From an optimization exercise on the open Yosys and OpenROAD flow, aimed at small area, a short achievable clock period and few clock cycles per item; shortcuts taken in it are not production practice.
The RTL was checked by simulation tests, not by an equivalence proof against the original design.
No activity file was given, so power comes from the tool's default toggle rates.

==> job 5971: inputs <==
Design mb_booth_mult32, start of the top module:
module mb_booth_mult32 (
    input  logic          clk,
    input  logic          rst,
    input  logic          in_valid,
    input  logic [mb_pkg::N-1:0]  a,
    input  logic [mb_pkg::N-1:0]  b,
    output logic          out_valid,
    output logic [63:0]   product
);
export LEC_CHECK = 0
export CAP_MARGIN = 40
export CORE_MARGIN = 2
export CORE_UTILIZATION = 65
export PLACE_DENSITY = 0.75
export SLEW_MARGIN = 50
export SYNTH_HIERARCHICAL = 1
create_clock -name core_clock -period 10.0 [get_ports {clk}]
run.sh (not shown) runs the stock make flow with config.mk's settings and CLKGATE_MAP_FILE= SYNTH_SCRIPT=/design/flow/synth_recipe.tcl, a recipe that flattens the netlist after the stock synthesis.
==> job 9201 (differences from job 5971) <==
- CAP_MARGIN: 40 -> 50
- CORE_UTILIZATION: 65 -> 40
- PLACE_DENSITY: 0.75 -> default
- SLEW_MARGIN: 50 -> 70
==> impl_results.md <==
- Status: finished clean
- Critical path endpoint: product_q[62]
- Initial antenna violation count: 4
- Via Count: 23.54k
- Multi-input logic area: 0.02235 mm^2
- NonClk Buf Share: 0.09851
- Starting density of the core: 0.4031
- VDD IR-drop max: 0.0002245 V
That was job 9201.
==> impl_results.md <==
- Status: finished clean
- Number of synthesized flops with an enable pin: 0
- VDD IR-drop max: between 0.0002 and 0.0003 V
- Multi-input logic area: 0.02229 mm^2
- Starting density of the core: 0.6613
- Sw Pwr: 6.257 mW
- NonClk Buf Share: 0.05298
- Initial antenna violation count: 6
- Critical path endpoint: r1_24_1
That was job 5971.
Testbench counts of job 5971, summed over its fixed seeds: cycles 160,016, items 160,000.
Testbench counts of job 9201, summed over its fixed seeds: cycles 160,016, items 160,000.

==> inputs of build 23 <==
mb_booth_mult32, a different RTL version from the one above (not shown whole).
==> flow/design.v (excerpt) <==
module mb_booth_mult32 (
    input  logic          clk,
    input  logic          rst,
    input  logic          in_valid,
    input  logic [mb_pkg::N-1:0]  a,
    input  logic [mb_pkg::N-1:0]  b,
    output logic          out_valid,
    output logic [63:0]   product
);
export LEC_CHECK = 0
export CAP_MARGIN = 40
export CORE_MARGIN = 2
export CORE_UTILIZATION = 40
export SLEW_MARGIN = 55
export SYNTH_HIERARCHICAL = 1
create_clock -name core_clock -period 10.0 [get_ports {clk}]
==> inputs of build 49, as changes to build 23 <==
--- a/flow/design.v
+++ b/flow/design.v
@@ -1643,34 +1643,34 @@
     assign c854 = pp_s[14][31] | pp_s[15][29];
     mb_fa u_s855 (.a(s853), .b(c850), .ci(c852), .s(s855), .co(c856));
     mb_fa u_s857 (.a(pp_s[14][32]), .b(pp_s[15][30]), .ci(c854), .s(s857), .co(c858));
     assign s859 = ~(pp_s[15][31] ^ c858);
     assign c860 = pp_s[15][31] | c858;
-    mb_fa u_s861 (.a(r1_8_0), .b(r1_8_1), .ci(r1_8_2), .s(s861), .co(c862));
-    mb_fa u_s863 (.a(r1_9_0), .b(r1_9_1), .ci(c862), .s(s863), .co(c864));
+    mb_ha u_s861 (.a(r1_8_0), .b(r1_8_1), .s(s861), .co(c862));
+    mb_ha u_s863 (.a(r1_9_0), .b(r1_9_1), .s(s863), .co(c864));
     mb_ha u_s865 (.a(r1_10_0), .b(r1_10_1), .s(s865), .co(c866));
-    mb_fa u_s867 (.a(r1_11_0), .b(r1_11_1), .ci(c866), .s(s867), .co(c868));
+    mb_ha u_s867 (.a(r1_11_0), .b(r1_11_1), .s(s867), .co(c868));
     mb_ha u_s869 (.a(r1_12_0), .b(r1_12_1), .s(s869), .co(c870));
-    mb_fa u_s871 (.a(r1_13_0), .b(r1_13_1), .ci(c870), .s(s871), .co(c872));
+    mb_ha u_s871 (.a(r1_13_0), .b(r1_13_1), .s(s871), .co(c872));
     mb_ha u_s873 (.a(r1_14_0), .b(r1_14_1), .s(s873), .co(c874));
-    mb_fa u_s875 (.a(r1_15_0), .b(r1_15_1), .ci(c874), .s(s875), .co(c876));
+    mb_ha u_s875 (.a(r1_15_0), .b(r1_15_1), .s(s875), .co(c876));
     mb_ha u_s877 (.a(r1_16_0), .b(r1_16_1), .s(s877), .co(c878));
-    mb_fa u_s879 (.a(r1_17_0), .b(r1_17_1), .ci(c878), .s(s879), .co(c880));
+    mb_ha u_s879 (.a(r1_17_0), .b(r1_17_1), .s(s879), .co(c880));
     mb_ha u_s881 (.a(r1_18_0), .b(r1_18_1), .s(s881), .co(c882));
-    mb_fa u_s883 (.a(r1_19_0), .b(r1_19_1), .ci(c882), .s(s883), .co(c884));
+    mb_ha u_s883 (.a(r1_19_0), .b(r1_19_1), .s(s883), .co(c884));
     mb_ha u_s885 (.a(r1_20_0), .b(r1_20_1), .s(s885), .co(c886));
-    mb_fa u_s887 (.a(r1_21_0), .b(r1_21_1), .ci(c886), .s(s887), .co(c888));
+    mb_ha u_s887 (.a(r1_21_0), .b(r1_21_1), .s(s887), .co(c888));
     mb_ha u_s889 (.a(r1_22_0), .b(r1_22_1), .s(s889), .co(c890));
-    mb_fa u_s891 (.a(r1_23_0), .b(r1_23_1), .ci(c890), .s(s891), .co(c892));
+    mb_ha u_s891 (.a(r1_23_0), .b(r1_23_1), .s(s891), .co(c892));
     mb_ha u_s893 (.a(r1_24_0), .b(r1_24_1), .s(s893), .co(c894));
-    mb_fa u_s895 (.a(r1_25_0), .b(r1_25_1), .ci(c894), .s(s895), .co(c896));
+    mb_ha u_s895 (.a(r1_25_0), .b(r1_25_1), .s(s895), .co(c896));
     mb_ha u_s897 (.a(r1_26_0), .b(r1_26_1), .s(s897), .co(c898));
-    mb_fa u_s899 (.a(r1_27_0), .b(r1_27_1), .ci(c898), .s(s899), .co(c900));
+    mb_ha u_s899 (.a(r1_27_0), .b(r1_27_1), .s(s899), .co(c900));
     mb_fa u_s901 (.a(r1_28_0), .b(r1_28_1), .ci(r1_28_2), .s(s901), .co(c902));
-    mb_ha u_s903 (.a(r1_28_3), .b(s901), .s(s903), .co(c904));
+    mb_ha u_s903 (.a(r1_28_3), .b(c900), .s(s903), .co(c904));
     mb_fa u_s905 (.a(r1_29_0), .b(r1_29_1), .ci(r1_29_2), .s(s905), .co(c906));
-    mb_ha u_s907 (.a(c902), .b(s905), .s(s907), .co(c908));
+    mb_ha u_s907 (.a(c902), .b(c904), .s(s907), .co(c908));
     mb_fa u_s909 (.a(r1_30_0), .b(r1_30_1), .ci(r1_30_2), .s(s909), .co(c910));
     mb_ha u_s911 (.a(c906), .b(s909), .s(s911), .co(c912));
     mb_fa u_s913 (.a(r1_31_0), .b(r1_31_1), .ci(r1_31_2), .s(s913), .co(c914));
     mb_ha u_s915 (.a(c910), .b(s913), .s(s915), .co(c916));
     mb_fa u_s917 (.a(r1_32_0), .b(r1_32_1), .ci(r1_32_2), .s(s917), .co(c918));
@@ -1682,22 +1682,22 @@
     mb_fa u_s929 (.a(r1_35_0), .b(r1_35_1), .ci(r1_35_2), .s(s929), .co(c930));
     mb_fa u_s931 (.a(r1_35_3), .b(c926), .ci(s929), .s(s931), .co(c932));
     mb_fa u_s933 (.a(r1_36_0), .b(r1_36_1), .ci(c930), .s(s933), .co(c934));
     mb_ha u_s935 (.a(r1_37_0), .b(r1_37_1), .s(s935), .co(c936));
     mb_fa u_s937 (.a(r1_38_0), .b(r1_38_1), .ci(r1_38_2), .s(s937), .co(c938));
-    mb_fa u_s939 (.a(r1_39_0), .b(r1_39_1), .ci(c938), .s(s939), .co(c940));
+    mb_ha u_s939 (.a(r1_39_0), .b(r1_39_1), .s(s939), .co(c940));
     mb_fa u_s941 (.a(r1_40_0), .b(r1_40_1), .ci(r1_40_2), .s(s941), .co(c942));
-    mb_fa u_s943 (.a(r1_41_0), .b(r1_41_1), .ci(c942), .s(s943), .co(c944));
+    mb_ha u_s943 (.a(r1_41_0), .b(r1_41_1), .s(s943), .co(c944));
     mb_fa u_s945 (.a(r1_42_0), .b(r1_42_1), .ci(r1_42_2), .s(s945), .co(c946));
-    mb_fa u_s947 (.a(r1_43_0), .b(r1_43_1), .ci(c946), .s(s947), .co(c948));
+    mb_ha u_s947 (.a(r1_43_0), .b(r1_43_1), .s(s947), .co(c948));
     mb_fa u_s949 (.a(r1_44_0), .b(r1_44_1), .ci(r1_44_2), .s(s949), .co(c950));
-    mb_fa u_s951 (.a(r1_45_0), .b(r1_45_1), .ci(c950), .s(s951), .co(c952));
+    mb_ha u_s951 (.a(r1_45_0), .b(r1_45_1), .s(s951), .co(c952));
     mb_fa u_s953 (.a(r1_46_0), .b(r1_46_1), .ci(r1_46_2), .s(s953), .co(c954));
-    mb_fa u_s955 (.a(r1_47_0), .b(r1_47_1), .ci(c954), .s(s955), .co(c956));
-    mb_fa u_s957 (.a(r1_49_0), .b(r1_49_1), .ci(r1_49_2), .s(s957), .co(c958));
-    mb_fa u_s959 (.a(r1_51_0), .b(r1_51_1), .ci(r1_51_2), .s(s959), .co(c960));
-    mb_fa u_s961 (.a(r1_53_0), .b(r1_53_1), .ci(r1_53_2), .s(s961), .co(c962));
+    mb_ha u_s955 (.a(r1_47_0), .b(r1_47_1), .s(s955), .co(c956));
+    mb_ha u_s957 (.a(r1_49_0), .b(r1_49_1), .s(s957), .co(c958));
+    mb_ha u_s959 (.a(r1_51_0), .b(r1_51_1), .s(s959), .co(c960));
+    mb_ha u_s961 (.a(r1_53_0), .b(r1_53_1), .s(s961), .co(c962));
     always_ff @(posedge clk) begin
         r1_0_0 <= neg_s[0];
         r1_0_1 <= pp_s[0][0];
         r1_1_0 <= pp_s[0][1];
         r1_2_0 <= s1;
@@ -1828,12 +1828,12 @@
         r1_62_0 <= pp_s[15][32];
         r1_62_1 <= c860;
         v1_q <= v0_q & ~rst;
     end
     logic [63:0] row_a_s, row_b_s, sum_s;
-    assign row_a_s = {1'b1, r1_62_0, r1_61_0, r1_60_0, r1_59_0, r1_58_0, r1_57_0, r1_56_0, r1_55_0, r1_54_0, s961, r1_52_0, s959, r1_50_0, s957, r1_48_0, s955, s953, s951, s949, s947, s945, s943, s941, s939, c936, s935, c932, c928, c924, c920, c916, c912, c908, c904, c900, s899, s897, s895, s893, s891, s889, s887, s885, s883, s881, s879, s877, s875, s873, s871, s869, s867, s865, s863, s861, r1_7_0, r1_6_0, r1_5_0, r1_4_0, r1_3_0, r1_2_0, r1_1_0, r1_0_0};
-    assign row_b_s = {1'b0, r1_62_1, 1'b0, r1_60_1, 1'b0, r1_58_1, 1'b0, r1_56_1, 1'b0, c962, 1'b0, c960, 1'b0, c958, 1'b0, c956, 1'b0, c952, 1'b0, c948, 1'b0, c944, 1'b0, c940, 1'b0, s937, c934, s933, s931, s927, s923, s919, s915, s911, s907, s903, 1'b0, c896, 1'b0, c892, 1'b0, c888, 1'b0, c884, 1'b0, c880, 1'b0, c876, 1'b0, c872, 1'b0, c868, 1'b0, c864, 1'b0, 1'b0, 1'b0, 1'b0, 1'b0, 1'b0, 1'b0, 1'b0, 1'b0, r1_0_1};
+    assign row_a_s = {1'b1, r1_62_0, r1_61_0, r1_60_0, r1_59_0, r1_58_0, r1_57_0, r1_56_0, r1_55_0, r1_54_0, r1_53_2, r1_52_0, r1_51_2, r1_50_0, r1_49_2, r1_48_0, s955, c952, s951, c948, s947, c944, s943, c940, s939, c936, s935, c932, c928, c924, c920, c916, c912, c908, s905, s901, c898, c896, c894, c892, c890, c888, c886, c884, c882, c880, c878, c876, c874, c872, c870, c868, c866, c864, c862, r1_8_2, r1_7_0, r1_6_0, r1_5_0, r1_4_0, r1_3_0, r1_2_0, r1_1_0, r1_0_0};
+    assign row_b_s = {1'b0, r1_62_1, 1'b0, r1_60_1, 1'b0, r1_58_1, 1'b0, r1_56_1, 1'b0, c962, s961, c960, s959, c958, s957, c956, c954, s953, c950, s949, c946, s945, c942, s941, c938, s937, c934, s933, s931, s927, s923, s919, s915, s911, s907, s903, s899, s897, s895, s893, s891, s889, s887, s885, s883, s881, s879, s877, s875, s873, s871, s869, s867, s865, s863, s861, 1'b0, 1'b0, 1'b0, 1'b0, 1'b0, 1'b0, 1'b0, r1_0_1};
     logic g0_0, g0_1, g0_2, g0_3, g0_4, g0_5, g0_6, g0_7, g0_8, g0_9, g0_10, g0_11, g0_12, g0_13, g0_14, g0_15, g0_16, g0_17, g0_18, g0_19, g0_20, g0_21, g0_22, g0_23, g0_24, g0_25, g0_26, g0_27, g0_28, g0_29, g0_30, g0_31, g0_32, g0_33, g0_34, g0_35, g0_36, g0_37, g0_38, g0_39, g0_40, g0_41, g0_42, g0_43, g0_44, g0_45, g0_46, g0_47, g0_48, g0_49, g0_50, g0_51, g0_52, g0_53, g0_54, g0_55, g0_56, g0_57, g0_58, g0_59, g0_60, g0_61, g0_62, g0_63;
     logic p0_0;
     assign p0_0 = row_a_s[0] ^ row_b_s[0];
     assign g0_0 = row_a_s[0] & row_b_s[0];
     logic p0_1;
CAP_MARGIN = 20   (was 40)
CORE_UTILIZATION = 50   (was 40)
SLEW_MARGIN = 50   (was 55)
==> inputs of trial 77, as changes to build 23 <==
CAP_MARGIN = 20   (was 40)
PLACE_DENSITY = 0.75   (was unset)
SLEW_MARGIN = 50   (was 55)
==> comparison table <==
	trial 77	build 23	build 49
Crit path capture	r1_25_1	product_q[62]	product_q[59]
Number of cells traversed by the worst hold path	1	2	1
Final critical-path share of the clock period	0.403	0.389	0.398
Static leakage	0.0111 uW	0.0112 uW	0.0116 uW
Cell type of the slowest stage on the worst timing path	sky130_fd_sc_hd__dfxtp_1	sky130_fd_sc_hd__fa_1	sky130_fd_sc_hd__fa_1
Instance count of the mapped netlist	2761	2761	2844
R2r endpoint	r1_25_1	product_q[62]	product_q[59]
Power in combinational cells	8540 uW	8710 uW	9050 uW
WP depth	8	10	12
End of the worst hold path	v1_q	product_q[58]	v1_q
Result of the run	finished clean	finished clean	finished clean
Simple logic cell fraction of the synthesized area	0.0473	0.0473	0.0488
Core occupancy in the finished layout	0.444	0.447	0.553
Count of fill cells added during filler insertion	6560	6638	4979
Power attributed to sequential cells	1960 uW	1960 uW	2030 uW
Testbench counts of build 23, summed over its fixed seeds: cycles 160,016, items 160,000.
Testbench counts of build 49, summed over its fixed seeds: cycles 160,016, items 160,000.
Testbench counts of trial 77, summed over its fixed seeds: cycles 160,016, items 160,000.

==> tundra: inputs <==
mb_booth_mult32 with an RTL version that a note above also has.
clock: 10.0 ns
lec_check: 0
cap_margin: 20
core_margin: 2
core_utilization: 40
cts_buf_list: sky130_fd_sc_hd__clkbuf_4 sky130_fd_sc_hd__clkbuf_8
slew_margin: 50
synth_hierarchical: 1
==> inputs of maple, as changes to tundra <==
==> flow/flow/run.sh (new file) <==
#!/bin/bash
set -euo pipefail
cd "$(dirname "$0")/.."
MARGIN=$(cat flow/setup_margin.txt)
bash standard.sh SETUP_SLACK_MARGIN="$MARGIN" finish > flow_standard.log 2>&1
==> flow/flow/setup_margin.txt (new file) <==
6.35
==> flow/standard.sh (new file) <==
#!/bin/bash
# synth_recipe.tcl (not shown) runs the flow's synth.tcl, then flattens the netlist and writes it again
# the make line also repeats each setting of config.mk as NAME=value (left out here)
make -C /OpenROAD-flow-scripts/flow DESIGN_CONFIG=/design/flow/config.mk WORK_HOME=/design/flow/orfs CLKGATE_MAP_FILE= SYNTH_SCRIPT=/design/flow/synth_recipe.tcl "${@:-finish}"
- CTS_BUF_LIST: sky130_fd_sc_hd__clkbuf_4 sky130_fd_sc_hd__clkbuf_8 -> unset
removed: flow/run.sh
==> out/metrics.cfg <==
[drt]
first_pass_iters=8

[status]
status=timing/DRC/antenna clean

[timing]
setup_ws_ns=6.07

[pwr]
seq_power_share_pct=16.2

That was tundra.
==> out/metrics.cfg <==
[status]
status=timing/DRC/antenna clean

[floorplanning]
initial_core_util_pct=40.2

[pwr]
seq_power_share_pct=14.8
p_comb_mw=9.82

[finish]
nMultiInputCombCells=2199

[drt]
first_pass_iters=7

That was maple.
Testbench counts of tundra, summed over its fixed seeds: cycles 160,016, items 160,000.
Testbench counts of maple, summed over its fixed seeds: cycles 160,016, items 160,000.

-- re-timing with driven ports --
In the flow no input, the clock included, has a driving cell. The finished layouts below were timed again as built, in two steps. Step 1 sets driving cells, clkbuf_16 on the clock port and buf_2 on the other inputs (assumed; they add their load-dependent delay and slew). Step 2 also shifts input and output timing later by t, the mid clock arrival at the registers, as if the neighbouring blocks saw the same clock. Three values: ideal ports, drivers, drivers and shift; two values: the first two.
| run | t (ns) | slack for setup (ns) | clock arrival spread, ns | worst register clock-pin slew, ns |
|---|---|---|---|---|
| job 5971 | 0.633 | 5.871 / 5.871 / 5.871 | 0.033 / 0.033 | 0.07 / 0.07 |
| job 9201 | 0.623 | 6.159 / 6.159 / 6.159 | 0.020 / 0.020 | 0.06 / 0.06 |
| build 23 | 0.628 | 6.112 / 6.112 / 6.112 | 0.026 / 0.026 | 0.06 / 0.06 |
| build 49 | 0.613 | 6.024 / 6.024 / 5.774 | 0.023 / 0.023 | 0.06 / 0.06 |
| trial 77 | 0.626 | 5.972 / 5.972 / 5.972 | 0.041 / 0.042 | 0.08 / 0.08 |
| tundra | 0.710 | 6.066 / 6.066 / 5.709 | 0.031 / 0.031 | 0.08 / 0.08 |
| maple | 0.629 | 6.256 / 6.256 / 5.938 | 0.024 / 0.024 | 0.07 / 0.07 |
After both steps every run listed still meets setup and hold. The setup slack of tundra, which loses most, moves by 0.000 ns with the drivers and by -0.357 ns with both steps.
